This is an optimization exercise on Yosys and OpenROAD, whose aim is small area, a short achievable clock period and few clock cycles per item, not a production implementation.
No functional check of the RTL was part of any run shown here.
No activity file was given, so power comes from the tool's default toggle rates.

<file path="config.mk">
export PLATFORM = sky130hd
export DESIGN_NAME = matmul_adder_tree_pipe
export DESIGN_NICKNAME = matmul_adder_tree_pipe
export VERILOG_FILES = /design/flow/design.v
export SDC_FILE = /design/flow/constraint.sdc
export NUM_CORES = 4
export LEC_CHECK = 0
export ABC_AREA = 1
export CAP_MARGIN = 20
export CORE_MARGIN = 2
export CORE_UTILIZATION = 50
export CTS_BUF_LIST = sky130_fd_sc_hd__clkbuf_2 sky130_fd_sc_hd__clkbuf_4 sky130_fd_sc_hd__clkbuf_8
export CTS_CLUSTER_DIAMETER = 60
export CTS_CLUSTER_SIZE = 14
export SETUP_SLACK_MARGIN = 2.1
export SLEW_MARGIN = 20
</file>
<file path="constraint.sdc">
create_clock -name core_clock -period 4.5 [get_ports {clk}]
set_input_delay 0.9000 -clock core_clock [delete_from_list [all_inputs] [get_ports {clk}]]
set_output_delay 0.9000 -clock core_clock [all_outputs]
set_load 0.01 [all_outputs]
</file>
<file path="design.v">
`default_nettype none
module matmul_adder_tree_pipe (
  input  logic         clk,
  input  logic         rst_n,
  input  logic         in_valid,
  output logic         in_ready,
  input  logic [431:0] prod,
  input  logic         in_last,
  input  logic         accum_en,
  output logic         out_valid,
  input  logic         out_ready,
  output logic [215:0] mult,
  output logic [8:0]   sat_flag,
  output logic [7:0]   beat_cnt
);
  logic        w_en;
  logic        w_fire;
  logic        r_vld;
  logic        r_close;
  logic [17:0] r_tree [9];
  logic        r_idle;        
  logic        r_fresh;
  logic [7:0]  r_cnt;
  logic [8:0]  r_sat;
  logic [23:0] r_acc [9];
  logic [23:0] w_next [9];
  logic [8:0]  w_ovf;
  assign w_en     = r_idle | out_ready;
  assign in_ready = w_en;
  assign w_fire   = w_en & r_vld;
  generate
    for (genvar i = 0; i < 3; i++) begin : g_row
      for (genvar j = 0; j < 3; j++) begin : g_col
        localparam int e = i*3 + j;
        logic signed [17:0] w_t;
        logic signed [24:0] w_s;
        assign w_t = 18'($signed(prod[((i*3+0)*3+j)*16 +: 16]))
                   + 18'($signed(prod[((i*3+1)*3+j)*16 +: 16]))
                   + 18'($signed(prod[((i*3+2)*3+j)*16 +: 16]));
        always_ff @(posedge clk) begin
          if (w_en) r_tree[e] <= w_t;
        end
        matmul_adder_tree_pipe_skl #(.N(25)) u_add_s (
          .a(25'($signed(r_acc[e]))), .b(25'($signed(r_tree[e]))), .sum(w_s));
        assign w_ovf[e]  = ~r_fresh & (w_s[24] ^ w_s[23]);
        assign w_next[e] = r_fresh ? 24'($signed(r_tree[e])) :
                           (w_s[24] ^ w_s[23]) ? {w_s[24], {23{~w_s[24]}}} : w_s[23:0];
      end
    end
  endgenerate
  always_ff @(posedge clk) begin
    if (w_en) r_close <= in_last | ~accum_en;
  end
  always_ff @(posedge clk or negedge rst_n) begin
    if (!rst_n) begin
      r_vld       <= 1'b0;
      r_idle      <= 1'b1;
      r_fresh     <= 1'b1;
    end else if (w_en) begin
      r_vld       <= in_valid;
      r_idle      <= ~(r_vld & r_close);
      if (r_vld) r_fresh <= r_close;
    end
  end
  always_ff @(posedge clk) begin
    if (w_fire) begin
      for (int e = 0; e < 9; e++) r_acc[e] <= w_next[e];
      r_sat <= r_fresh ? w_ovf : (r_sat | w_ovf);
      r_cnt <= r_fresh ? 8'd1 : (r_cnt + {7'd0, ~&r_cnt});
    end
  end
  assign out_valid = ~r_idle;
  for (genvar e = 0; e < 9; e++) begin : g_out
    assign mult[e*24 +: 24] = r_acc[e];
  end
  assign sat_flag = r_sat;
  assign beat_cnt = r_cnt;
endmodule
module matmul_adder_tree_pipe_skl #(
  parameter int N = 8
) (
  input  logic [N-1:0] a,
  input  logic [N-1:0] b,
  output logic [N-1:0] sum
);
  localparam int L = $clog2(N);
  logic [N-1:0] g [L+1];
  logic [N-1:0] p [L+1];
  assign g[0] = a & b;
  assign p[0] = a ^ b;
  for (genvar l = 0; l < L; l++) begin : g_lvl
    for (genvar i = 0; i < N; i++) begin : g_bit
      if ((i >> l) & 1) begin : g_op
        localparam int j = ((i >> l) << l) - 1;
        assign g[l+1][i] = g[l][i] | (p[l][i] & g[l][j]);
        assign p[l+1][i] = p[l][i] & p[l][j];
      end else begin : g_pass
        assign g[l+1][i] = g[l][i];
        assign p[l+1][i] = p[l][i];
      end
    end
  end
  assign sum = p[0] ^ {g[L][N-2:0], 1'b0};
endmodule
`default_nettype wire
</file>
<file path="flow/run.sh">
#!/bin/bash
set -euo pipefail
export BUFFER_PORTS_ARGS="-buffer_cell sky130_fd_sc_hd__buf_1"
bash standard.sh > standard_flow.log 2>&1
</file>
<file path="standard.sh">
#!/bin/bash
# synth_recipe.tcl (not shown) runs the flow's synth.tcl, then flattens the netlist and writes it again
# the make line also repeats each setting of config.mk as NAME=value (left out here)
make -C /OpenROAD-flow-scripts/flow DESIGN_CONFIG=/design/flow/config.mk WORK_HOME=/design/flow/orfs CLKGATE_MAP_FILE= SYNTH_SCRIPT=/design/flow/synth_recipe.tcl "${@:-finish}"
</file>
==> metrics.yaml, run 1 <==
min_path:
  hold_path_class: "reg2reg"
  worstHoldStart: "r_vld"
  hold_end: "r_idle"
  min_delay_path_depth: 1
die:
  fp.dieH_um: 266
  die-area_sq_mm: 0.0707
  start_util_pct: 50.3
  fp.dieW_um: 266
  io_pins: 673
  core_sq_mm: 0.0682
  rows: 96
power:
  vdd_drop_max_mv: 0.316
  clock_power_share_pct: 8.4
  power.density_mw_per_mm2: 780
  p_leak_nw: 19.7
  power_frac_comb_pct: 68.5
  p_sw_share_pct: 48.1
  intPower_mw: 18.3
  power_mw: 35.3
  power_frac_seq_pct: 23.1
  p_sw_mw: 17.0
global_route:
  grt_max_degree: 133
  antenna_found_initial: 1
  overflow: 0
  grt_pass1_wl_um: 151000
  grt_use_total_pct: 27.1
  grt_pass1_vias: 27900
placement:
  portBuffers: 672
  post-place-ws_ns: 1.20
  place_congestion: 0.876
  hpwl_um: 73600
routing:
  vias: 29600
  routed_wl_um: 103000
  routedWlPerCell_um: 18.5
  route.detailed.drc: 0
  drt-initial-drc-count: 1532
  dr.pass1.iters: 7
  ant_nets: 0
  vias_per_cell: 5.32
cells_and_area:
  fin_util_pct: 66.3
  layout.nets: 5636
  drive_gt1_share_pct: 23.9
  syn_to_final_growth_pct: 31.8
  fill_cells: 5632
synthesis:
  ys_warn_count: 7
  ys_types: 50
  synth-edff-count: 396
  synth_seq_cells: 399
  synth_flop_cell: "edfxtp_1"
  synthCells: 3722
  synth_fp_nets: 4711
  async_flop_share_pct: 0.752
  syn_area_sq_mm: 0.0343
  synth_area_per_cell_sq_um: 9.22
  yosysSeqAreaShare_pct: 34.9
clocking:
  path_clk_slew_ns: 0.09
  clock-sinks: 399
  tritoncts: "yes"
  htree_levels: 2
  clock_latency_ns: 0.69
  cts_buffer_depth: 3
  numCtsBuffers: 47
  root_buffer: "clkbuf_8"
sta:
  finalClockSkew_ns: 0.0492
  rsz0062_at_grt: "yes"
  fin_ws_ns: 2.02
  setup_viol: 0
  worst_slew_pin_slew_ns: 0.903
  fin_crit_ns: 2.48
  hold_violations: 0
  fmax_mhz: 403
  finalMaxSlewViolations: 0
  period_share_pct: 55.1
  relSlewSlack_pct: 39.8
run_status:
  status: "complete, no violations"
setup_path:
  r2r_setup_slack_ns: 2.02
  startpoint_type: "register"
  crit_type: "reg2reg"
  end_kind: "register"
  cp_max_fo: 7
  critPathArrivalTime_ns: 2.88
  rr_worst_depth: 15
  timing.rr.start: "r_acc[8][0]"
  r2r-end: "r_acc[8][10]"
  cp_data_required_time_ns: 4.90
run:
  cap_violations: 0
[power by group through the flow]
stage / Sequential (mW) / Clock, mW / Combinational (mW)
final: 8.16 / 2.95 / 24.2
after global routing: 8.35 / 3.15 / 26.7
after CTS: 8.04 / 3.04 / 20.2
after detailed placement: 8.14 / 0 / 17.9
after global placement: 8.11 / 0 / 17.7
after floorplan: 8.17 / 0 / 13.3
[sequential cells by signal, indices dropped and copies added, names as in the netlist]
signal	cells
r_acc	216
r_tree	162
r_sat	9
r_cnt	8
r_close	1
r_fresh	1
r_idle	1
r_vld	1
[timing repair]
action / 4_1_cts / 5_1_grt
cloned: 13 / 7
resized for setup: 196 / 542
pin swaps: 52 / 213
setup endpoints to repair: 227 / 261
setup buffers: 106 / 110
endpoints found under the hold margin: 1 / 0
hold buffers: 1 / 0
[logic make-up (layout without fill, tap and decap cells)]
kind of cell               count (synthesis)  in the layout  synth area share (%)
and+or+nand+nor                         1572           1578                  20.5
other                                      0              1                     0
xor gates and xnor gates                 224            224                  5.72
DFF                                      399            399                  34.9
adders and majority gates                551            551                  24.4
buffers and inverters                    448           1401                  5.33
AOI/OAI and AO/OA                        528            528                  9.17
[metal layers]
metal / track usage (%) / vias up / part of all wire [%]
met3: 4.88 / 151 / 5.6
li1: - / 14500 / -
met4: 6.42 / 0 / 2.8
met1: 35.5 / 14200 / 43
met2: 46.5 / 769 / 49
met5: 0 / - / 0
[layout by cell type, fill, tap and decap left out, types with 146 or more instances in the layout]
| master | Yosys | final |
|---|---|---|
| nand3_1 | 261 | 146 |
| fa_1 | 198 | 165 |
| nand2_1 | 965 | 799 |
| edfxtp_1 | 396 | 396 |
| a21oi_1 | 261 | 192 |
| xor2_1 | 153 | 151 |
| inv_1 | 388 | 363 |
| buf_4 | 7 | 180 |
| ha_1 | 353 | 236 |
| buf_1 | 0 | 659 |
[cells in the mapped netlist, types with 37 or more instances]
| master | count | area [sq um] |
|---|---|---|
| nand2_2 | 42 | 263 |
| fa_1 | 198 | 3960 |
| o211ai_1 | 47 | 353 |
| nand2_1 | 965 | 3620 |
| ha_1 | 353 | 4420 |
| nor2_1 | 146 | 548 |
| xor2_1 | 153 | 1340 |
| edfxtp_1 | 396 | 11900 |
| xnor2_1 | 71 | 622 |
| nand3_2 | 37 | 370 |
| nand3_1 | 261 | 1310 |
| inv_1 | 388 | 1460 |
| o21ai_0 | 93 | 465 |
| a21oi_1 | 261 | 1310 |
[layout make-up]
cell class / instances / area, sq um / area share, %
timing repair buffer: 909 / 4910 / 10.9
multi-input combinational: 2881 / 24500 / 54.2
timing repair inverter: 7 / 71.3 / 0.158
antenna: 1 / 2.50 / 0.00553
sequential: 399 / 12000 / 26.5
clock inverter: 34 / 389 / 0.860
tap: 882 / 1100 / 2.44
clock buffer: 49 / 662 / 1.46
inverter: 402 / 1610 / 3.56
[worst max path at each step]
stage	to	start	cells past startpoint	slack, ns
after global placement	r_tree[2][17]	prod[35]	12	1.20
final	r_acc[8][10]	r_acc[8][0]	15	2.02
after CTS	r_acc[7][17]	r_tree[7][9]	12	2.06
after detailed placement	r_tree[2][17]	prod[35]	12	1.20
after floorplan	r_acc[0][0]	out_ready	2	-0.32
after global routing	r_acc[8][10]	r_acc[8][0]	15	1.89
[per-stage QoR]
step / area (sq um) / hold WS [ns] / std cells / setup TNS [ns]
final: 45200 / 0.425 / 5564 / 0
after global routing: 45200 / 0.452 / 5564 / 0
after CTS: 41700 / 0.412 / 5446 / 0
after detailed placement: 38500 / 0.404 / 5243 / 0
after global placement: 38500 / 0.392 / 5243 / 0
after floorplan: 35000 / 0.385 / 3722 / -73.72
[critical path, cell delays in order (launching register included)]
cell	delay, ns
edfxtp_1	0.43
ha_2	0.22
fa_2	0.37
nand2_2	0.08
nand2_2	0.06
nand3_2	0.07
nand2_2	0.08
nand2_2	0.08
nand2_4	0.07
nand2_4	0.10
buf_6	0.11
nand3_4	0.14
nand2_8	0.17
clkinv_8	0.11
nand3_2	0.08
nand3_2	0.06
==> run 2, diff against run 1 <==
--- a/config.mk
+++ b/config.mk
@@ -14,3 +14,3 @@
 export CTS_CLUSTER_SIZE = 14
-export SETUP_SLACK_MARGIN = 2.1
+export SETUP_SLACK_MARGIN = 1.8
 export SLEW_MARGIN = 20
==> metrics.yaml, run 2 <==
run_status:
  status: "complete, no violations"
placement:
  post-place-ws_ns: 1.10  # -0.0989 ns
  place_congestion: 0.934  # +6.6%
  dp.cells: 5238  # -0.095%
  portBuffers: 672  # unchanged
  hpwl_um: 72700  # -1.3%
synthesis:
  synth_fp_nets: 4711  # unchanged
  synth_area_per_cell_sq_um: 9.22  # unchanged
  synth_top_area_share_pct: 34.7  # unchanged
  post-synth-top-count-cell: "nand2_1"
  synth_largest_area_cell: "edfxtp_1"
  synthCells: 3722  # unchanged
  ys_types: 50  # unchanged
  yosysSeqAreaShare_pct: 34.9  # unchanged
  synth_seq_cells: 399  # unchanged
  synth_flop_cell: "edfxtp_1"
  synth_area_leaders: "edfxtp_1 (35%), ha_1 (13%), fa_1 (12%), nand2_1 (11%), inv_1 (4.2%)"
  syn_area_sq_mm: 0.0343  # unchanged
  synth-edff-count: 396  # unchanged
  ys_warn_count: 7  # unchanged
  synth_common_cells: "nand2_1 (965), edfxtp_1 (396), inv_1 (388), ha_1 (353)"
  async_flop_share_pct: 0.752  # unchanged
routing:
  routedWlPerCell_um: 17.5  # -5.6%
  highest_layer: "met5"
  vias: 28000  # -5.2%
  route.detailed.drc: 0  # unchanged
  routed_wl_um: 94200  # -8.6%
  wl_met1_um: 42300  # -3.8%
  routed-wl-met2_um: 44500  # -12%
  dr.pass1.iters: 5  # -2
  ant_nets: 0  # unchanged
  drt-initial-drc-count: 1579  # +3.1%
  wl_met3_um: 5290  # -7.7%
  vias_per_cell: 5.21  # -2.1%
clocking:
  cts_hold_buf: 0  # -1
  tritoncts: "yes"
  path_clk_slew_ns: 0.09  # about the same
  root_buffer: "clkbuf_8"
  clock_latency_ns: 0.68  # about the same
  cts_buffer_depth: 3  # unchanged
  htree_levels: 2  # unchanged
  numCtsBuffers: 46  # -2.1%
  clock-sinks: 399  # unchanged
run:
  cap_violations: 0  # unchanged
setup_path:
  slowest_delay_ns: 0.42  # about the same
  critPathArrivalTime_ns: 2.99  # +0.11 ns
  crit_type: "reg2reg"
  rr_worst_depth: 15  # unchanged
  cp_max_fo: 16  # +9
  timing.rr.start: "r_acc[4][0]"
  path_cells: "ha_1 -> fa_1 -> nand2_1 -> nand2_1 -> nand3_1 -> nand2_2 -> nand2_1 -> nand2_2 -> nand2_4 -> nand2_1 -> nand2_1 -> nand2_2 -> nand3_4 -> buf_12 -> o211ai_1"
  r2r-end: "r_acc[4][9]"
  crit_slowest_cell: "edfxtp_1"
  end_kind: "register"
  crit_top_cell: "nand2_1"
  r2r_setup_slack_ns: 1.91  # -0.11 ns
  cp_data_required_time_ns: 4.91  # about the same
  startpoint_type: "register"
cells_and_area:
  final_cell_count_no_fill: 5385  # -3.2%
  layout_commonest_cell: "nand2_1"
  fill_cells: 6237  # +11%
  fin_util_pct: 59.1  # -7.2 points
  top_regs: "r_acc x216, r_tree x162, r_sat x9"
  final_cell_mix: "nand2_1 (940), buf_1 (671), edfxtp_1 (396), inv_1 (380), ha_1 (324)"
  drive_gt1_share_pct: 10.4  # -14 points
  regMostFlops: "r_acc"
  syn_to_final_growth_pct: 17.5
  layout.nets: 5455  # -3.2%
  largest_reg_flops: 216  # unchanged
power:
  power_mw: 29.7  # -16%
  p_leak_nw: 18.0  # -8.7%
  power.density_mw_per_mm2: 736  # -5.6%
  vdd_drop_max_mv: 0.272  # -14%
sta:
  relSlewSlack_pct: 32.5  # -7.3 points
  worst_slew_pin_slew_ns: 1.01  # +0.110 ns
  period_share_pct: 57.5  # +2.4 points
  finalMaxSlewViolations: 0  # unchanged
  rsz0062_at_grt: "no"
  fmax_mhz: 386  # -4.1%
  setup_viol: 0  # unchanged
  fin_tns_setup_ns: 0  # unchanged
  fin_ws_ns: 1.91  # -0.107 ns
  finalClockSkew_ns: 0.0321  # -0.0170 ns
  fin_crit_ns: 2.59  # +0.107 ns
  hold_violations: 0  # unchanged
min_path:
  hold_path_class: "in2async"
die:
  fp.dieH_um: 266  # unchanged
  start_util_pct: 50.3  # unchanged
  io_pins: 673  # unchanged
  rows: 96  # unchanged
  core_sq_mm: 0.0682  # unchanged
  fp.dieW_um: 266  # unchanged
  die-area_sq_mm: 0.0707  # unchanged
global_route:
  grt_use_total_pct: 26.1  # -0.98 points
  antenna_found_initial: 2  # +1
  overflow: 0  # unchanged
  grt_max_degree: 150  # +13%
  grt_pass1_vias: 26900  # -3.5%
  grt_pass1_wl_um: 146000  # -3.1%
==> run 2: through the flow <==
step                hold slack (ns)  instance area [sq um]
floorplan                     0.385                  34900
global placement              0.395                  38300
detailed placement            0.401                  38300
CTS                          0.0266                  39800
global route                 0.0472                  40300
finish                       0.0748                  40300
==> run 2: how the worst max path moves through the flow <==
stage	cells past startpoint	endpoint	from	slack, ns
finish	15	r_acc[4][9]	r_acc[4][0]	1.91
global route	9	r_acc[5][18]	r_tree[5][17]	1.78
CTS	14	r_acc[3][6]	r_acc[3][0]	1.79
detailed placement	13	r_tree[2][17]	prod[33]	1.10
global placement	13	r_tree[2][17]	prod[33]	1.12
floorplan	2	r_acc[0][0]	out_ready	-0.32
==> run 2: logic make-up (layout without fill, tap and decap cells) <==
kind of cell | after synthesis | count (layout) | share of synthesized area, %
simple gates | 1572 | 1577 | 20.5
other cells | 0 | 2 | 0
compound gates | 528 | 528 | 9.17
fa+ha+maj | 551 | 551 | 24.4
xor+xnor | 224 | 224 | 5.72
flops | 399 | 399 | 34.9
buf+inv | 448 | 1222 | 5.33
==> run 2: layer usage <==
| metal | up-vias | track usage (%) |
|---|---|---|
| li1 | 14100 | - |
| met1 | 13200 | 35.3 |
| met2 | 636 | 43.5 |
| met3 | 102 | 4.74 |
| met4 | 2 | 6.09 |
| met5 | - | 0 |
==> run 2: layout make-up <==
cell class | instances | area [sq um] | area share [%]
Clock buffer | 50 | 663 | 1.65
Tap cell | 882 | 1100 | 2.74
Timing Repair Buffer | 734 | 3190 | 7.91
Sequential cell | 399 | 12000 | 29.7
Multi-Input combinational cell | 2880 | 21500 | 53.3
Clock inverter | 33 | 325 | 0.807
Inverter | 402 | 1540 | 3.82
Antenna cell | 2 | 5.00 | 0.0124
Timing Repair inverter | 3 | 22.5 | 0.0559
==> run 2: critical path: cells and delay by family, from the launching register on <==
kind                     cells  cell delay, ns
AO/OA/AOI/OAI                1            0.11
adder cells (fa/ha/maj)      2            0.63
flip-flops                   1            0.42
buffers and inverters        1            0.16
AND/OR/NAND/NOR             11            0.98
==> run 2: repair_timing <==
item	CTS	global route
gates resized for setup	29	63
setup buffers	24	29
pin swaps	1	7
cloned	5	4
setup endpoints to repair	121	201
==> run 2: power by group <==
part           switching (mW)  internal, mW
Clock                    1.58          1.24
Sequential               1.22          6.72
Combinational            11.5          7.41
==> run 3, diff against run 2 <==
--- a/config.mk
+++ b/config.mk
@@ -16 +16,2 @@
 export SLEW_MARGIN = 20
+export TNS_END_PERCENT = 10
==> metrics.yaml, run 3 <==
sta:
  relSlewSlack_pct: 22.5  # -9.9 points
  period_share_pct: 60.8  # +3.3 points
  setup_viol: 0  # unchanged
  hold_violations: 0  # unchanged
  worst_slew_pin_slew_ns: 1.16  # +0.148 ns
  fin_crit_ns: 2.74  # +0.150 ns
  fin_ws_ns: 1.76  # -0.150 ns
  fmax_mhz: 365  # -5.5%
  finalClockSkew_ns: 0.0370  # +0.00489 ns
  rsz0062_at_grt: "yes"
  finalMaxSlewViolations: 0  # unchanged
setup_path:
  cp_data_required_time_ns: 4.91  # about the same
  crit_family: "adder cells"
  r2r_setup_slack_ns: 1.81  # -0.10 ns
  path_cells: "buf_1 -> fa_1 -> ha_1 -> fa_1 -> nand2_1 -> nand2_1 -> o21a_1 -> a21boi_0 -> o21ai_0 -> a21oi_1 -> xor2_1"
  cp_max_fo: 3  # -13
  end_kind: "register"
  critPathArrivalTime_ns: 3.14  # +0.15 ns
  crit_slowest_cell: "fa_1"
  startpoint_type: "input pin"
  crit_type: "in2reg"
  crit_buf_inv: 1  # unchanged
  slowest_delay_ns: 0.48  # +0.06 ns
power:
  p_leak_nw: 17.8  # -1.1%
  power_frac_comb_pct: 62.8  # -0.9 points
  power_frac_seq_pct: 27.5  # +0.7 points
  power.density_mw_per_mm2: 737  # about the same
  p_sw_mw: 13.9  # -3.0%
  vdd_drop_max_mv: 0.304  # +12%
  intPower_mw: 15.1  # -1.5%
  power_mw: 29.0  # -2.3%
  clock_power_share_pct: 9.6  # about the same
  p_sw_share_pct: 47.8  # -0.39 points
cells_and_area:
  layout_commonest_cell: "nand2_1"
  fin_area_sq_mm: 0.0394  # -2.3%
  final_cell_count_no_fill: 5362  # -0.43%
  layout.nets: 5434  # -0.38%
  final_cell_mix: "nand2_1 (955), buf_1 (672), edfxtp_1 (396), inv_1 (382), ha_1 (351)"
  drive_gt1_share_pct: 7.41  # -3.0 points
  top_regs: "r_acc x216, r_tree x162, r_sat x9"
  regMostFlops: "r_acc"
  largest_reg_flops: 216  # unchanged
  syn_to_final_growth_pct: 14.8
  fin_util_pct: 57.7  # -1.4 points
synthesis:
  synth_fa_ha_area_share_pct: 24.4  # unchanged
  async_flop_share_pct: 0.752  # unchanged
  synth_mux_area_share_pct: 0  # unchanged
  yosys.area_share.simple_pct: 20.5  # unchanged
  synth-compound-area-share_pct: 9.17  # unchanged
  ys_warn_count: 7  # unchanged
  syn_area_sq_mm: 0.0343  # unchanged
  synthXorXnorAreaFrac_pct: 5.72  # unchanged
  yosysSeqAreaShare_pct: 34.9  # unchanged
  synth_fp_nets: 4711  # unchanged
  synthCells: 3722  # unchanged
  synth-edff-count: 396  # unchanged
  synth_area_per_cell_sq_um: 9.22  # unchanged
  synth_area_leaders: "edfxtp_1 (35%), ha_1 (13%), fa_1 (12%), nand2_1 (11%), inv_1 (4.2%)"
  synth_top_family_by_area: "adder cells"
  synth_flop_cell: "edfxtp_1"
  synth_top_area_share_pct: 34.7  # unchanged
  synth_common_cells: "nand2_1 (965), edfxtp_1 (396), inv_1 (388), ha_1 (353)"
  synth_seq_cells: 399  # unchanged
  ys_types: 50  # unchanged
  post-synth-top-count-cell: "nand2_1"
  synth_largest_area_cell: "edfxtp_1"
placement:
  post-place-ws_ns: 1.02  # -0.0791 ns
  dp.cells: 5239  # +0.019%
  portBuffers: 672  # unchanged
  place_congestion: 0.890  # -4.7%
  hpwl_um: 70300  # -3.3%
  placed_cell_area_sq_mm: 0.0378  # -1.5%
routing:
  routed_wl_um: 89900  # -4.5%
  vias_per_cell: 5.20  # -0.21%
  routedWlPerCell_um: 16.8  # -4.1%
  dr.pass1.iters: 8  # +3
  route.detailed.drc: 0  # unchanged
  ant_nets: 0  # unchanged
  vias: 27900  # -0.63%
  drt-initial-drc-count: 1466  # -7.2%
clocking:
  numCtsBuffers: 45  # -2.2%
  clock_latency_ns: 0.67  # about the same
  clock-sinks: 399  # unchanged
  cts_buffer_depth: 3  # unchanged
  htree_levels: 2  # unchanged
  tritoncts: "yes"
  cts_hold_buf: 0  # unchanged
  path_clk_slew_ns: 0.09  # about the same
  root_buffer: "clkbuf_8"
die:
  io_pins: 673  # unchanged
  start_util_pct: 50.3  # unchanged
  core_sq_mm: 0.0682  # unchanged
  die-area_sq_mm: 0.0707  # unchanged
  fp.dieH_um: 266  # unchanged
  rows: 96  # unchanged
  fp.dieW_um: 266  # unchanged
global_route:
  antenna_found_initial: 1  # -1
  grt_use_total_pct: 24.9  # -1.1 points
  grt_pass1_vias: 26800  # -0.72%
  grt_max_degree: 111  # -26%
  grt_pass1_wl_um: 140000  # -4.0%
  overflow: 0  # unchanged
min_path:
  hold_path_class: "in2async"
run:
  cap_violations: 0  # unchanged
run_status:
  status: "complete, no violations"
run 3: cell counts after synthesis:
Identical to the previous run, type by type.
run 3: worst paths after layout:
path | start | endpoint | cells after the start
setup / recovery | prod[17] | r_tree[1][11] | 11
hold / removal | rst_n | r_vld | 1
setup reg to reg | r_tree[5][0] | r_acc[5][14] | 15
hold reg to reg | r_vld | r_idle | 1
max in group asynchronous | rst_n | r_idle | 1
min in group core_clock | r_vld | r_idle | 1
run 3: logic make-up (layout without fill, tap and decap cells):
kind of cell,after synthesis,in the layout
adder cells (fa/ha/maj),551,551
flip-flops,399,399
AND/OR/NAND/NOR,1572,1574
other,0,1
buffers and inverters,448,1203
AO/OA/AOI/OAI,528,528
XOR/XNOR,224,224
run 3: power groups by stage:
| stage | logic, mW | clock network (mW) | registers, mW |
|---|---|---|---|
| final | 18.2 | 2.80 | 7.98 |
| after global routing | 20.7 | 3.01 | 8.21 |
| after CTS | 17.7 | 2.90 | 8.03 |
| after detailed placement | 17.5 | 0 | 8.09 |
| after global placement | 17.3 | 0 | 8.09 |
| after floorplan | 13.0 | 0 | 8.17 |
run 3: final cells by class:
class                   instances  area [sq um]
fillers                      6270         28800
multi-input cells            2877         20800
flip-flops and latches        399         12000
repair buffers                719          3000
inverters                     402          1540
well taps                     882          1100
clock buffers                  50           669
clock inverters                31           314
repair inverters                1          7.51
diodes                          1          2.50
run 3: metal layers:
layer	global-route usage (%)	up-vias	share of wire (%)
li1	-	14100	-
met1	32.3	13000	43
met2	42.3	669	48
met3	4.46	123	5.7
met4	8.31	0	3.5
met5	0	-	0
run 3: metrics by stage:
| stage | setup TNS, ns | hold WS (ns) |
|---|---|---|
| after floorplan | -73.72 | 0.385 |
| after global placement | 0 | 0.398 |
| after detailed placement | 0 | 0.400 |
| after CTS | 0 | 0.0217 |
| after global routing | 0 | 0.0402 |
| final | 0 | 0.0696 |
run 3: worst register-to-register path, cell delays in order (launching register included):
cell	delay, ns
edfxtp_1	0.46
ha_2	0.21
fa_1	0.40
nand3_1	0.10
nand2_2	0.09
nand2_2	0.09
nand2_4	0.09
nand2_2	0.10
nand2_4	0.08
nand2_4	0.11
nand3_4	0.10
nand2_4	0.13
clkinvlp_4	0.10
buf_4	0.19
nand3_1	0.09
nand3_1	0.07
run 3: repair_timing:
action                                 in CTS  in global routing
endpoints found under the hold margin       0                  0
gates resized for setup                    17                 45
gates cloned                                1                  2
setup endpoints to repair                 123                246
buffers inserted                            7                 31
pin swaps                                   2                  5
==> run 4, diff against run 3 <==
--- a/config.mk
+++ b/config.mk
@@ -10,3 +10,3 @@
 export CORE_MARGIN = 2
-export CORE_UTILIZATION = 50
+export CORE_UTILIZATION = 58
 export CTS_BUF_LIST = sky130_fd_sc_hd__clkbuf_2 sky130_fd_sc_hd__clkbuf_4 sky130_fd_sc_hd__clkbuf_8
@@ -14,4 +14,3 @@
 export CTS_CLUSTER_SIZE = 14
-export SETUP_SLACK_MARGIN = 1.8
+export SETUP_SLACK_MARGIN = 1.9
 export SLEW_MARGIN = 20
-export TNS_END_PERCENT = 10
==> metrics.yaml, run 4 <==
sta:
  fmax_mhz: 397  # +8.6%
  worst_slew_pin_slew_ns: 1.00  # -0.160 ns
  rsz0062_at_grt: "yes"
  fin_ws_ns: 1.98  # +0.216 ns
  fin_crit_ns: 2.52  # -0.216 ns
  period_share_pct: 56.0  # -4.8 points
  finalClockSkew_ns: 0.0285  # -0.00850 ns
  relSlewSlack_pct: 33.3  # +11 points
  finalMaxSlewViolations: 0  # unchanged
  setup_viol: 0  # unchanged
  hold_violations: 0  # unchanged
synthesis:
  synth_largest_area_cell: "edfxtp_1"
  ys_types: 50  # unchanged
  post-synth-top-count-cell: "nand2_1"
  synth_common_cells: "nand2_1 (965), edfxtp_1 (396), inv_1 (388), ha_1 (353)"
  synth_seq_cells: 399  # unchanged
  syn_area_sq_mm: 0.0343  # unchanged
  ys_warn_count: 7  # unchanged
  synth-edff-count: 396  # unchanged
  yosysSeqAreaShare_pct: 34.9  # unchanged
  synth_top_area_share_pct: 34.7  # unchanged
  synth_flop_cell: "edfxtp_1"
  synth_area_leaders: "edfxtp_1 (35%), ha_1 (13%), fa_1 (12%), nand2_1 (11%), inv_1 (4.2%)"
  async_flop_share_pct: 0.752  # unchanged
  synth_area_per_cell_sq_um: 9.22  # unchanged
  synth_fp_nets: 4711  # unchanged
  synthCells: 3722  # unchanged
routing:
  ant_nets: 0  # unchanged
  route.detailed.drc: 0  # unchanged
  vias: 28500  # +2.1%
  dr.pass1.iters: 6  # -2
  drt-initial-drc-count: 1493  # +1.8%
  routedWlPerCell_um: 17.1  # +2.2%
  vias_per_cell: 5.37  # +3.3%
  routed_wl_um: 90900  # +1.1%
power:
  power_frac_seq_pct: 26.5  # -1.0 points
  intPower_mw: 15.6  # +2.8%
  clock_power_share_pct: 8.7  # -0.9 points
  vdd_drop_max_mv: 0.426  # +40%
  power_frac_comb_pct: 64.8  # +2.0 points
  p_leak_nw: 18.1  # +2.1%
  p_sw_share_pct: 48.2  # +0.40 points
  p_sw_mw: 14.5  # +4.5%
  power.density_mw_per_mm2: 739  # +0.30%
placement:
  portBuffers: 672  # unchanged
  hpwl_um: 68700  # -2.3%
  post-place-ws_ns: 1.22  # +0.205 ns
  placed_cell_area_sq_mm: 0.0383  # +1.4%
  place_congestion: 0.900  # +1.1%
cells_and_area:
  final_cell_mix: "nand2_1 (931), buf_1 (669), edfxtp_1 (396), inv_1 (379), ha_1 (317)"
  top_regs: "r_acc x216, r_tree x162, r_sat x9"
  layout.nets: 5481  # +0.86%
  syn_to_final_growth_pct: 18.6
  regMostFlops: "r_acc"
  fin_area_sq_mm: 0.0407  # +3.3%
  drive_gt1_share_pct: 12.2  # +4.8 points
  largest_reg_flops: 216  # unchanged
  layout_commonest_cell: "nand2_1"
setup_path:
  r2r_setup_slack_ns: 1.98  # +0.17 ns
  critPathArrivalTime_ns: 2.92  # -0.22 ns
  startpoint_type: "input pin"
  end_kind: "register"
  cp_data_required_time_ns: 4.90  # about the same
  cp_max_fo: 3  # unchanged
  crit_type: "in2reg"
die:
  rows: 89  # -7.3%
  fp.dieW_um: 247  # -7.0%
  start_util_pct: 58.4  # +8.1 points
  fp.dieH_um: 247  # -7.0%
  die-area_sq_mm: 0.0611  # -14%
  core_sq_mm: 0.0588  # -14%
  io_pins: 673  # unchanged
clocking:
  clock_latency_ns: 0.64  # -0.03 ns
  cts_buffer_depth: 3  # unchanged
  clock-sinks: 399  # unchanged
  htree_levels: 2  # unchanged
  root_buffer: "clkbuf_8"
  numCtsBuffers: 45  # unchanged
  tritoncts: "yes"
  path_clk_slew_ns: 0.08  # about the same
run:
  cap_violations: 0  # unchanged
global_route:
  grt_pass1_vias: 26800  # +0.22%
  grt_use_total_pct: 28.7  # +3.8 points
  grt_pass1_wl_um: 138000  # -1.6%
  grt_max_degree: 182  # +64%
  antenna_found_initial: 5  # +4
  overflow: 0  # unchanged
min_path:
  hold_path_class: "reg2reg"
run_status:
  status: "complete, no violations"
[run 4: cell counts after synthesis]
No cell type changed its count.
[run 4: final timing paths]
| kind | from | end | depth (start not counted) |
|---|---|---|---|
| worst max-delay path | prod[129] | r_tree[2][17] | 13 |
| worst min-delay path | r_vld | r_idle | 1 |
| worst max register to register | r_tree[5][17] | r_acc[5][17] | 10 |
| worst min register to register | r_vld | r_idle | 1 |
| max in group asynchronous | rst_n | r_idle | 2 |
| min in group asynchronous | rst_n | r_vld | 2 |
[run 4: cells by family after synthesis]
| family | share of synthesized area (%) |
|---|---|
| simple gates | 20.5 |
| fa+ha+maj | 24.4 |
| compound gates | 9.17 |
| buf+inv | 5.33 |
| flops | 34.9 |
| xor+xnor | 5.72 |
[run 4: critical path, cell delays in order]
cell and delay (ns):
buf_6 0.09, fa_1 0.54, ha_2 0.20, fa_2 0.21
nand3_2 0.06, nand2_2 0.09, inv_2 0.03, o211ai_1 0.32
a21oi_2 0.13, o21ai_2 0.16, nand2_1 0.07, nand2_1 0.05
nand2_1 0.05
[run 4: metrics by stage]
stage	total power [mW]	setup TNS [ns]	instances	util, %	hold WS, ns
after CTS	29.1	0	5256	67.7	0.414
after global routing	32.8	0	5301	69.2	0.440
after floorplan	21.4	-73.72	3722	-	0.385
final	30.1	0	5301	69.2	0.426
after detailed placement	25.8	0	5131	65.1	0.405
after global placement	25.5	0	5131	65.1	0.395
[run 4: layer usage]
layer	global-route usage [%]	wire, um	vias to the layer above
met5	0	0	-
met4	9.23	2820	0
met3	5.38	6430	136
met2	48.6	43700	760
met1	37.3	37900	13300
li1	-	-	14200
[run 4: cell type report]
type / count / area (sq um)
multi-input cells: 2879 / 21800
fillers: 4933 / 18100
flip-flops and latches: 399 / 12000
repair buffers: 762 / 3480
inverters: 402 / 1540
well taps: 773 / 967
clock buffers: 48 / 642
clock inverters: 30 / 249
repair inverters: 3 / 22.5
diodes: 5 / 12.5
[run 4: what timing repair did]
action / CTS / global route
endpoints found under the setup margin: 173 / 219
pin swaps: 2 / 33
hold buffers: 1 / 0
resized for setup: 40 / 108
endpoints found under the hold margin: 1 / 0
cloned: 5 / 6
buffers inserted: 41 / 34
[run 4: power by group through the flow]
stage               clock network [mW]  logic, mW  registers, mW
floorplan                            0       13.3           8.17
global placement                     0       17.5           8.01
detailed placement                   0       17.7           8.04
CTS                               2.66       18.4           7.98
global route                      2.77       21.9           8.17
finish                            2.60       19.5           7.97
==> run 5, diff against run 4 <==
--- a/design.v
+++ b/design.v
@@ -20,3 +20,3 @@
   logic [17:0] r_tree [9];
-  logic        r_idle;        
+  logic        r_out_valid;
   logic        r_fresh;
@@ -27,3 +27,3 @@
   logic [8:0]  w_ovf;
-  assign w_en     = r_idle | out_ready;
+  assign w_en     = ~r_out_valid | out_ready;
   assign in_ready = w_en;
@@ -35,3 +35,2 @@
         logic signed [17:0] w_t;
-        logic signed [24:0] w_s;
         assign w_t = 18'($signed(prod[((i*3+0)*3+j)*16 +: 16]))
@@ -42,7 +41,27 @@
         end
-        matmul_adder_tree_pipe_skl #(.N(25)) u_add_s (
-          .a(25'($signed(r_acc[e]))), .b(25'($signed(r_tree[e]))), .sum(w_s));
-        assign w_ovf[e]  = ~r_fresh & (w_s[24] ^ w_s[23]);
+        logic [18:0] w_lo;
+        logic [5:0]  w_hi, w_hi_inc, w_hi_dec, w_hi_next;
+        logic        w_t_neg, w_up, w_dn, w_pos, w_neg;
+        matmul_adder_tree_pipe_skl #(.N(19)) u_add_lo (
+          .a({1'b0, r_acc[e][17:0]}), .b({1'b0, r_tree[e]}), .sum(w_lo));
+        assign w_hi     = r_acc[e][23:18];
+        for (genvar b = 0; b < 6; b++) begin : g_step
+          if (b == 0) begin : g_lsb
+            assign w_hi_inc[b] = ~w_hi[b];
+            assign w_hi_dec[b] = ~w_hi[b];
+          end else begin : g_bit
+            assign w_hi_inc[b] = w_hi[b] ^ (&w_hi[b-1:0]);
+            assign w_hi_dec[b] = w_hi[b] ^ ~(|w_hi[b-1:0]);
+          end
+        end
+        assign w_t_neg  = r_tree[e][17];
+        assign w_up     = w_lo[18] & ~w_t_neg;
+        assign w_dn     = ~w_lo[18] & w_t_neg;
+        assign w_pos    = w_up & (w_hi == 6'h1F);
+        assign w_neg    = w_dn & (w_hi == 6'h20);
+        assign w_hi_next = w_up ? w_hi_inc : (w_dn ? w_hi_dec : w_hi);
+        assign w_ovf[e]  = ~r_fresh & (w_pos | w_neg);
         assign w_next[e] = r_fresh ? 24'($signed(r_tree[e])) :
-                           (w_s[24] ^ w_s[23]) ? {w_s[24], {23{~w_s[24]}}} : w_s[23:0];
+                           w_pos ? 24'h7FFFFF : w_neg ? 24'h800000 :
+                           {w_hi_next, w_lo[17:0]};
       end
@@ -56,3 +75,3 @@
       r_vld       <= 1'b0;
-      r_idle      <= 1'b1;
+      r_out_valid <= 1'b0;
       r_fresh     <= 1'b1;
@@ -60,3 +79,3 @@
       r_vld       <= in_valid;
-      r_idle      <= ~(r_vld & r_close);
+      r_out_valid <= r_vld & r_close;
       if (r_vld) r_fresh <= r_close;
@@ -71,3 +90,3 @@
   end
-  assign out_valid = ~r_idle;
+  assign out_valid = r_out_valid;
   for (genvar e = 0; e < 9; e++) begin : g_out
--- a/config.mk
+++ b/config.mk
@@ -10,3 +10,3 @@
 export CORE_MARGIN = 2
-export CORE_UTILIZATION = 58
+export CORE_UTILIZATION = 50
 export CTS_BUF_LIST = sky130_fd_sc_hd__clkbuf_2 sky130_fd_sc_hd__clkbuf_4 sky130_fd_sc_hd__clkbuf_8
==> metrics.yaml, run 5 <==
synthesis:
  synth_top_area_share_pct: 35.3  # +0.60 points
  yosys.area_share.simple_pct: 19.3  # -1.1 points
  synth_flop_cell: "edfxtp_1"
  synthXorXnorAreaFrac_pct: 4.88  # -0.84 points
  synth-compound-area-share_pct: 9.93  # +0.76 points
  syn_area_sq_mm: 0.0337  # -1.7%
  synth_seq_cells: 399  # unchanged
  synth_area_per_cell_sq_um: 8.98  # -2.6%
  ys_warn_count: 7  # unchanged
  async_flop_share_pct: 0.752  # unchanged
  synth_fa_ha_area_share_pct: 22.8  # -1.6 points
  synth_fp_nets: 4693  # -0.38%
  synth_area_leaders: "edfxtp_1 (35%), fa_1 (12%), ha_1 (11%), nand2_1 (7.9%), inv_1 (6.0%)"
  synthCells: 3758  # +0.97%
  synth-edff-count: 396  # unchanged
  yosysSeqAreaShare_pct: 35.5  # +0.60 points
  synth_top_family_by_area: "adder cells"
  synth_common_cells: "nand2_1 (709), inv_1 (538), a21oi_1 (402), edfxtp_1 (396), ha_1 (299)"
  post-synth-top-count-cell: "nand2_1"
  synth_mux_area_share_pct: 0  # unchanged
  ys_types: 58  # +16%
  synth_largest_area_cell: "edfxtp_1"
setup_path:
  timing.rr.start: "r_tree[6][0]"
  end_kind: "output pin"
  slowest_delay_ns: 0.36  # -0.18 ns
  crit_start: "r_out_valid"
  r2r-end: "r_acc[6][4]"
  path_cells: "inv_2 -> nor2_4 -> clkinvlp_4 -> buf_6"
  r2r_setup_slack_ns: 1.87  # -0.11 ns
  startpoint_type: "register"
  cp_max_fo: 2  # -1
  rr_worst_depth: 17  # +7
  crit_slowest_cell: "dfrtp_1"
  cp-endpoint: "in_ready"
  crit_type: "reg2out"
  critPathArrivalTime_ns: 1.75  # -1.17 ns
  cp_data_required_time_ns: 3.60  # -1.30 ns
run:
  cap_violations: 0  # unchanged
power:
  intPower_mw: 15.6  # +0.22%
  power_frac_seq_pct: 26.3  # -0.2 points
  p_sw_mw: 14.0  # -3.7%
  p_leak_nw: 18.0  # -0.50%
  p_sw_share_pct: 47.2  # -0.99 points
  power.density_mw_per_mm2: 712  # -3.7%
  power_frac_comb_pct: 63.7  # -1.1 points
  vdd_drop_max_mv: 0.277  # -35%
  power_mw: 29.6  # -1.7%
  clock_power_share_pct: 10.0  # +1.3 points
die:
  fp.dieW_um: 264  # +6.7%
  rows: 95  # +6.7%
  core_sq_mm: 0.0669  # +14%
  die-area_sq_mm: 0.0696  # +14%
  start_util_pct: 50.4  # -8.0 points
  io_pins: 673  # unchanged
  fp.dieH_um: 264  # +6.7%
clocking:
  numCtsBuffers: 45  # unchanged
  cts_hold_buf: 0  # -1
  htree_levels: 2  # unchanged
  tritoncts: "yes"
  clock-sinks: 399  # unchanged
  clock_latency_ns: 0.68  # +0.04 ns
  root_buffer: "clkbuf_8"
  path_clk_slew_ns: 0.08  # about the same
  cts_buffer_depth: 3  # unchanged
cells_and_area:
  regMostFlops: "r_acc"
  top_regs: "r_acc x216, r_tree x162, r_sat x9"
  drive_gt1_share_pct: 16.8  # +4.5 points
  layout.nets: 5501  # +0.36%
  largest_reg_flops: 216  # unchanged
  final_cell_mix: "buf_1 (668), nand2_1 (630), inv_1 (503), edfxtp_1 (396), a21oi_1 (309)"
  syn_to_final_growth_pct: 23.1
  layout_commonest_cell: "buf_1"
sta:
  fmax_mhz: 377  # -5.0%
  finalMaxSlewViolations: 0  # unchanged
  hold_violations: 0  # unchanged
  relSlewSlack_pct: 36.0  # +2.7 points
  rsz0062_at_grt: "yes"
  fin_crit_ns: 2.65  # +0.132 ns
  fin_tns_setup_ns: 0  # unchanged
  setup_viol: 0  # unchanged
  worst_slew_pin_slew_ns: 0.960  # -0.0404 ns
  period_share_pct: 59.0  # +2.9 points
  finalClockSkew_ns: 0.0571  # +0.0286 ns
global_route:
  grt_use_total_pct: 26.6  # -2.1 points
  grt_max_degree: 87  # -52%
  antenna_found_initial: 2  # -3
  grt_pass1_wl_um: 147000  # +6.1%
  overflow: 0  # unchanged
  grt_pass1_vias: 27000  # +0.80%
routing:
  vias_per_cell: 5.24  # -2.3%
  route.detailed.drc: 0  # unchanged
  highest_layer: "met5"
  routedWlPerCell_um: 17.8  # +3.9%
  dr.pass1.iters: 8  # +2
  routed-wl-met2_um: 46700  # +6.8%
  drt-initial-drc-count: 1864  # +25%
  vias: 28700  # +0.88%
  wl_met1_um: 42100  # +11%
  wl_met3_um: 6100  # -5.1%
  routed_wl_um: 97500  # +7.3%
  ant_nets: 0  # unchanged
placement:
  place_congestion: 0.927  # +3.0%
  hpwl_um: 71100  # +3.5%
  portBuffers: 672  # unchanged
min_path:
  hold_path_class: "in2async"
run_status:
  status: "complete, no violations"
run 5: cell count changes after synthesis, sizes merged, moves of 10 or more:
cell,previous run,this run
nand2,1016,749
ha,353,299
a21o,36,13
a21oi,276,409
o2111ai,0,10
nor2,148,294
o211ai,55,0
buf,24,41
or2,30,49
inv,402,552
o21ai,97,84
xor2,153,119
a22oi,0,20
run 5: power by group through the flow:
stage | Combinational [mW] | Clock (mW) | Sequential, mW
after floorplan | 11.9 | 0 | 7.79
after global placement | 15.8 | 0 | 7.73
after detailed placement | 16.0 | 0 | 7.76
after CTS | 16.4 | 3.04 | 7.71
after global routing | 21.1 | 3.17 | 7.98
final | 18.8 | 2.95 | 7.79
run 5: repair_timing:
item | 4_1_cts | 5_1_grt
endpoints found under the setup margin | 261 | 291
setup buffers | 3 | 92
pin swaps | 6 | 105
resized for setup | 54 | 312
cloned | 13 | 18
run 5: critical path: cells and delay by family (launching register included):
family	cells	cell delay, ns
AND/OR/NAND/NOR	1	0.20
buffers and inverters	3	0.55
flip-flops	1	0.36
run 5: worst min-delay path by stage:
stage / start / endpoint / slack (ns) / depth (start not counted)
3_5_place_dp: r_close / r_out_valid / 0.47 / 2
5_1_grt: rst_n / r_out_valid / 0.04 / 1
6_report: rst_n / r_out_valid / 0.07 / 1
2_1_floorplan: r_close / r_out_valid / 0.43 / 2
3_3_place_gp: r_close / r_out_valid / 0.47 / 2
4_1_cts: rst_n / r_out_valid / 0.02 / 1
run 5: area by class of cell:
cell class	count	area, sq um
Antenna cell	2	5.00
Sequential cell	399	12000
Multi-Input combinational cell	2767	21600
Clock inverter	31	373
Timing Repair inverter	7	68.8
Tap cell	873	1090
Clock buffer	50	669
Inverter	561	2180
Fill cell	5931	25400
Timing Repair Buffer	785	3590
run 5: metal layers:
layer | GRT usage, % | vias up
li1 | - | 14200
met5 | 0 | -
met3 | 5.07 | 128
met4 | 7.31 | 2
met1 | 35.9 | 13600
met2 | 44.0 | 771
run 5: logic make-up after synthesis:
family          after synthesis
compound gates              597
xor+xnor                    188
fa+ha+maj                   497
buf+inv                     616
flops                       399
simple gates               1461
run 5: through the flow:
step                      worst slack (ns)  hold WS, ns  util [%]  cell area, sq um  std cells
after global routing                  1.75       0.0366      62.0             41500       5474
after floorplan                      0.617        0.432         -             34400       3758
after global placement                1.14        0.468      56.4             37800       5266
final                                 1.85       0.0694      62.1             41500       5475
after detailed placement              1.11        0.469      56.4             37800       5266
after CTS                             1.76       0.0151      58.6             39200       5363

==> separate check: timing with driven ports <==
No port has a modelled driver above. Below, the same layouts with a new extraction and two added sets of constraints. Step 1 (the two cells are an assumption about what drives the block):
set clk [get_ports {clk}]
set_driving_cell -lib_cell sky130_fd_sc_hd__clkbuf_16 $clk
set_driving_cell -lib_cell sky130_fd_sc_hd__buf_2 [delete_from_list [all_inputs] $clk]
Step 2 also shifts input and output timing later by t, the mid clock arrival at the registers, as if the neighbouring blocks saw the same clock. Three values: no drivers, after step 1, after step 2; two values: the first two.
run | t (ns) | setup WS [ns] | hold slack, ns | worst slew at a driven data input, ns
run 1 | 0.720 | 2.019 / 2.012 / 1.326 | 0.425 / 0.425 / 0.425 | 0.09
run 2 | 0.730 | 1.912 / 1.902 / 1.224 | 0.075 / 0.033 / 0.420 | 0.10
run 3 | 0.716 | 1.762 / 1.807 / 1.092 | 0.070 / 0.029 / 0.423 | 0.05
run 4 | 0.693 | 1.979 / 1.931 / 1.310 | 0.426 / 0.426 / 0.426 | 0.12
run 5 | 0.715 | 1.847 / 1.785 / 1.192 | 0.069 / 0.032 / 0.481 | 0.10
After both steps setup and hold are still met in every run listed. For run 1, which loses most, drivers alone change the setup slack by -0.007 ns; drivers and shift together by -0.693 ns.
